This is an optimization exercise on Yosys and OpenROAD, whose aim is small area, a short achievable clock period and few clock cycles, not a production implementation. At most, simulation tests tie the RTL to the original design; equivalence was not proved. Power is estimated from default activity; no workload was simulated.

old:
==> module sw_ctrl, before the edit <==
module sw_ctrl
#(
    parameter int P_NUM_PE = 16
) (
    input  logic       i_clk,
    input  logic       i_rst,
    input  logic       i_job_req,
    output logic       o_job_ack,
    input  logic       i_sym_req,
    input  logic [1:0] i_sym_base,
    input  logic       i_sym_last,
    output logic       o_sym_ack,
    output logic       o_res_req,
    input  logic       i_res_ack,
    input  logic       i_stop,           
    input  logic       i_stop_now,       
    output logic       o_load,
    output logic       o_step_a,         
    output logic       o_step_b,         
    output logic       o_eval,           
    output logic [1:0] o_feed,
    output logic       o_feed_valid
);
    localparam logic [1:0] ST_IDLE  = 2'd0;
    localparam logic [1:0] ST_RUN   = 2'd1;
    localparam logic [1:0] ST_FLUSH = 2'd2;
    localparam logic [1:0] ST_RES   = 2'd3;
    logic [1:0] state;
    logic [3:0] flush_cnt;
    logic       a_last;          
    logic       b_last;
    logic       ev1;
    logic       ev1_last;
    logic       ev2;
    logic       ev2_last;
    logic       ev3_last;
    logic       job_take;
    logic       sym_take;
    logic       done;
    assign job_take = i_job_req && !o_job_ack &&
                      (state == ST_IDLE || (state == ST_RES && !o_res_req && !i_res_ack));
    assign sym_take = (state == ST_RUN) && i_sym_req && !o_sym_ack;
    assign done     = (state == ST_FLUSH) && (i_stop || i_stop_now || (o_eval && ev3_last));
    always_ff @(posedge i_clk or posedge i_rst) begin
        if (i_rst) begin
            state        <= ST_IDLE;
            o_job_ack    <= 1'b0;
            o_sym_ack    <= 1'b0;
            o_res_req    <= 1'b0;
            o_load       <= 1'b0;
            o_step_a     <= 1'b0;
            o_step_b     <= 1'b0;
            o_feed_valid <= 1'b0;
            a_last       <= 1'b0;
            b_last       <= 1'b0;
            ev1          <= 1'b0;
            ev1_last     <= 1'b0;
            ev2          <= 1'b0;
            ev2_last     <= 1'b0;
            o_eval       <= 1'b0;
            ev3_last     <= 1'b0;
            flush_cnt    <= '0;
        end else begin
            o_load   <= job_take;
            o_step_a <= 1'b0;
            a_last   <= 1'b0;
            o_step_b <= o_step_a;
            b_last   <= a_last;
            ev1      <= o_step_b && !o_load;
            ev1_last <= b_last;
            ev2      <= ev1 && !o_load;
            ev2_last <= ev1_last;
            o_eval   <= ev2 && !o_load;
            ev3_last <= ev2_last;
            if (job_take) begin
                o_job_ack <= 1'b1;
            end else if (o_job_ack && !i_job_req) begin
                o_job_ack <= 1'b0;
            end
            if (sym_take) begin
                o_sym_ack <= 1'b1;
            end else if (o_sym_ack && !i_sym_req) begin
                o_sym_ack <= 1'b0;
            end
            case (state)
                ST_IDLE: begin
                    if (job_take) begin
                        state <= ST_RUN;
                    end
                end
                ST_RUN: begin
                    if (sym_take) begin
                        o_step_a     <= 1'b1;
                        o_feed_valid <= 1'b1;
                        if (i_sym_last) begin
                            flush_cnt <= 4'(P_NUM_PE - 1);
                            state     <= ST_FLUSH;
                        end
                    end
                end
                ST_FLUSH: begin
                    if (done) begin
                        o_res_req <= 1'b1;
                        state     <= ST_RES;
                    end else if (!o_step_a && flush_cnt != 4'd0 && !i_stop) begin
                        o_step_a  <= 1'b1;
                        a_last    <= flush_cnt == 4'd1;
                        flush_cnt <= flush_cnt - 4'd1;
                    end
                    if (o_step_b) begin
                        o_feed_valid <= 1'b0;
                    end
                end
                default: begin   
                    if (o_res_req && i_res_ack) begin
                        o_res_req <= 1'b0;
                    end else if (job_take) begin
                        state <= ST_RUN;
                    end
                end
            endcase
        end
    end
    always_ff @(posedge i_clk) begin
        if (sym_take) begin
            o_feed <= i_sym_base;
        end
    end
endmodule
==> module sw_align_top, before the edit <==
module sw_align_top
#(
    parameter int P_NUM_PE = 16,
    parameter int P_XDROP  = 40
) (
    input  logic                  i_clk,
    input  logic                  i_rst,
    input  logic                  i_job_req,
    input  logic [2*P_NUM_PE-1:0] i_query,
    output logic                  o_job_ack,
    input  logic                  i_sym_req,
    input  logic [1:0]            i_sym_base,
    input  logic                  i_sym_last,
    output logic                  o_sym_ack,
    output logic                  o_res_req,
    input  logic                  i_res_ack,
    output logic [13:0]           o_score,
    output logic [3:0]            o_row,
    output logic [6:0]            o_col,
    output logic [6:0]            o_end_step,
    output logic                  o_xdrop_hit
);
    logic                  load;
    logic                  step_a;
    logic                  step_b;
    logic                  eval;
    logic [1:0]            feed;
    logic                  feed_valid;
    logic                  stop;
    logic                  stop_now;
    logic [7*P_NUM_PE-1:0] step_v;
    logic [P_NUM_PE-1:0]   step_ok;
    logic [6:0]            step_max;
    logic [3:0]            step_row;
    sw_ctrl #(
        .P_NUM_PE (P_NUM_PE)
    ) u_sw_ctrl (
        .i_clk        (i_clk),
        .i_rst        (i_rst),
        .i_job_req    (i_job_req),
        .o_job_ack    (o_job_ack),
        .i_sym_req    (i_sym_req),
        .i_sym_base   (i_sym_base),
        .i_sym_last   (i_sym_last),
        .o_sym_ack    (o_sym_ack),
        .o_res_req    (o_res_req),
        .i_res_ack    (i_res_ack),
        .i_stop       (stop),
        .i_stop_now   (stop_now),
        .o_load       (load),
        .o_step_a     (step_a),
        .o_step_b     (step_b),
        .o_eval       (eval),
        .o_feed       (feed),
        .o_feed_valid (feed_valid)
    );
    sw_pe_array #(
        .P_NUM_PE (P_NUM_PE)
    ) u_sw_pe_array (
        .i_clk        (i_clk),
        .i_load       (load),
        .i_step_a     (step_a),
        .i_step_b     (step_b),
        .i_query      (i_query),
        .i_feed       (feed),
        .i_feed_valid (feed_valid),
        .o_step_v     (step_v),
        .o_step_ok    (step_ok)
    );
    sw_max_tree #(
        .P_NUM_PE (P_NUM_PE)
    ) u_sw_max_tree (
        .i_clk    (i_clk),
        .i_scores (step_v),
        .i_ok     (step_ok),
        .o_max    (step_max),
        .o_row    (step_row)
    );
    sw_best_tracker #(
        .P_XDROP (P_XDROP)
    ) u_sw_best_tracker (
        .i_clk      (i_clk),
        .i_clear    (load),
        .i_eval     (eval),
        .i_step_max (step_max),
        .i_step_row (step_row),
        .o_score    (o_score),
        .o_row      (o_row),
        .o_col      (o_col),
        .o_steps    (o_end_step),
        .o_stop     (o_xdrop_hit),
        .o_stop_now (stop_now)
    );
    assign stop = o_xdrop_hit;
endmodule
==> flow/config.mk <==
export PLATFORM = sky130hd
export DESIGN_NAME = sw_aligner
export DESIGN_NICKNAME = sw_aligner
export VERILOG_FILES = /design/flow/design.v
export SDC_FILE = /design/flow/constraint.sdc
export NUM_CORES = 4
export LEC_CHECK = 0
export ABC_AREA = 1
export CAP_MARGIN = 20
export CORE_MARGIN = 2
export CORE_UTILIZATION = 70
export CTS_BUF_LIST = sky130_fd_sc_hd__clkbuf_16
export CTS_CLUSTER_DIAMETER = 100
export CTS_CLUSTER_SIZE = 30
export PLACE_DENSITY = 0.75
export SLEW_MARGIN = 20
export TNS_END_PERCENT = 5
==> flow/constraint.sdc <==
create_clock -name core_clock -period 13.0 [get_ports {clk}]
set_input_delay 2.6000 -clock core_clock [delete_from_list [all_inputs] [get_ports {clk}]]
set_output_delay 2.6000 -clock core_clock [all_outputs]
set_load 0.01 [all_outputs]
standard.sh (not shown) runs the stock make flow with config.mk's settings and CLKGATE_MAP_FILE= SYNTH_SCRIPT=/design/flow/synth_recipe.tcl, a recipe that flattens the netlist after the stock synthesis.
==> flow/flow/run.sh <==
#!/bin/bash
# The standard layout (the standard.sh: ORFS with the standard synthesis)
# with two changes to how the layout is made:
#  - ports get a plain buffer (buf_2) instead of the slow delay cell that
#    buffer_ports picks by default; every port still gets its own buffer
#  - timing repair aims for more slack than the clock period needs, so the
#    repair steps work on the design's worst paths
# Each tool's output goes to ORFS's own logs under orfs/logs; make's output
# goes to flow_make.log here.
set -euo pipefail
export BUFFER_PORTS_ARGS="-buffer_cell sky130_fd_sc_hd__buf_2"
export SETUP_SLACK_MARGIN="${SETUP_SLACK_MARGIN_OVERRIDE:-9.2}"
bash standard.sh > flow_make.log 2>&1
Testbench counts of old, summed over its fixed seeds: cycles 39,646.
Setup changes, old to new
-- flow/design.v --
<<< old, line 347
    input  logic       i_rst,
    input  logic       i_job_req,
    output logic       o_job_ack,
    input  logic       i_sym_req,
    input  logic [1:0] i_sym_base,
    input  logic       i_sym_last,
    output logic       o_sym_ack,
    output logic       o_res_req,
    input  logic       i_res_ack,
    input  logic       i_stop,           
>>> new, line 347
    input  logic       i_rst,
    input  logic       i_job_req,
    output logic       o_job_ack,        
    output logic       o_job_ack_port,
    input  logic       i_sym_req,
    input  logic [1:0] i_sym_base,
    input  logic       i_sym_last,
    output logic       o_sym_ack,
    output logic       o_sym_ack_port,
    output logic       o_res_req,
    output logic       o_res_req_port,
    input  logic       i_res_ack,
    input  logic       i_stop,           
<<< old, line 463
        end
    end
    always_ff @(posedge i_clk) begin
        if (sym_take) begin
>>> new, line 466
        end
    end
    always_ff @(posedge i_clk or posedge i_rst) begin
        if (i_rst) begin
            o_job_ack_port <= 1'b0;
            o_sym_ack_port <= 1'b0;
            o_res_req_port <= 1'b0;
        end else begin
            o_job_ack_port <= job_take || (o_job_ack_port && i_job_req);
            o_sym_ack_port <= sym_take || (o_sym_ack_port && i_sym_req);
            o_res_req_port <= done || (o_res_req_port && !i_res_ack);
        end
    end
    always_ff @(posedge i_clk) begin
        if (sym_take) begin
<<< old, line 510
        .i_rst        (i_rst),
        .i_job_req    (i_job_req),
        .o_job_ack    (o_job_ack),
        .i_sym_req    (i_sym_req),
        .i_sym_base   (i_sym_base),
        .i_sym_last   (i_sym_last),
        .o_sym_ack    (o_sym_ack),
        .o_res_req    (o_res_req),
        .i_res_ack    (i_res_ack),
        .i_stop       (stop),
>>> new, line 524
        .i_rst        (i_rst),
        .i_job_req    (i_job_req),
        .o_job_ack    (),
        .o_job_ack_port (o_job_ack),
        .i_sym_req    (i_sym_req),
        .i_sym_base   (i_sym_base),
        .i_sym_last   (i_sym_last),
        .o_sym_ack    (),
        .o_sym_ack_port (o_sym_ack),
        .o_res_req    (),
        .o_res_req_port (o_res_req),
        .i_res_ack    (i_res_ack),
        .i_stop       (stop),
--- outcome ---
- The lower routed wire length of new and old is in new.
- Setup slack, new and old, higher one = old.
- new — highest fanout seen on the critical path 2 lower, old as reference
- Compared with old, in new maximum frequency went down about 1.6%, amount of wire on met3 after detailed routing went down 16%.
- In the flow results for new and old, the internal cell power is smaller on new.
- Diff old..new | cell area after layout | negligible
Function not checked in new: the RTL went through the layout flow alone.

what the ideal ports hide:
No port has a modelled driver above. Below, the same layouts with a new extraction and two added sets of constraints.
Step 1, drivers: a clkbuf_16 drives clk and a buf_2 each remaining input, both assumed.
Step 2 adds t to the input delays and takes it off the output delays; t is the mean of the earliest and latest rising clock arrival at the registers after step 1. Input paths then give back, and output paths get back, about the clock's delay inside the block.
Slacks: no drivers / after step 1 / after step 2; pairs: no drivers / after step 1.
run	shift t [ns]	slack for setup (ns)	slew at the worst register clock pin (ns)
old	0.650	9.230 / 9.164 / 9.020	0.12 / 0.12
new	0.696	9.168 / 9.098 / 9.026	0.12 / 0.12
After both steps every run listed still meets setup and hold. The setup slack of old, which loses most, moves by -0.066 ns with the drivers and by -0.210 ns with both steps.
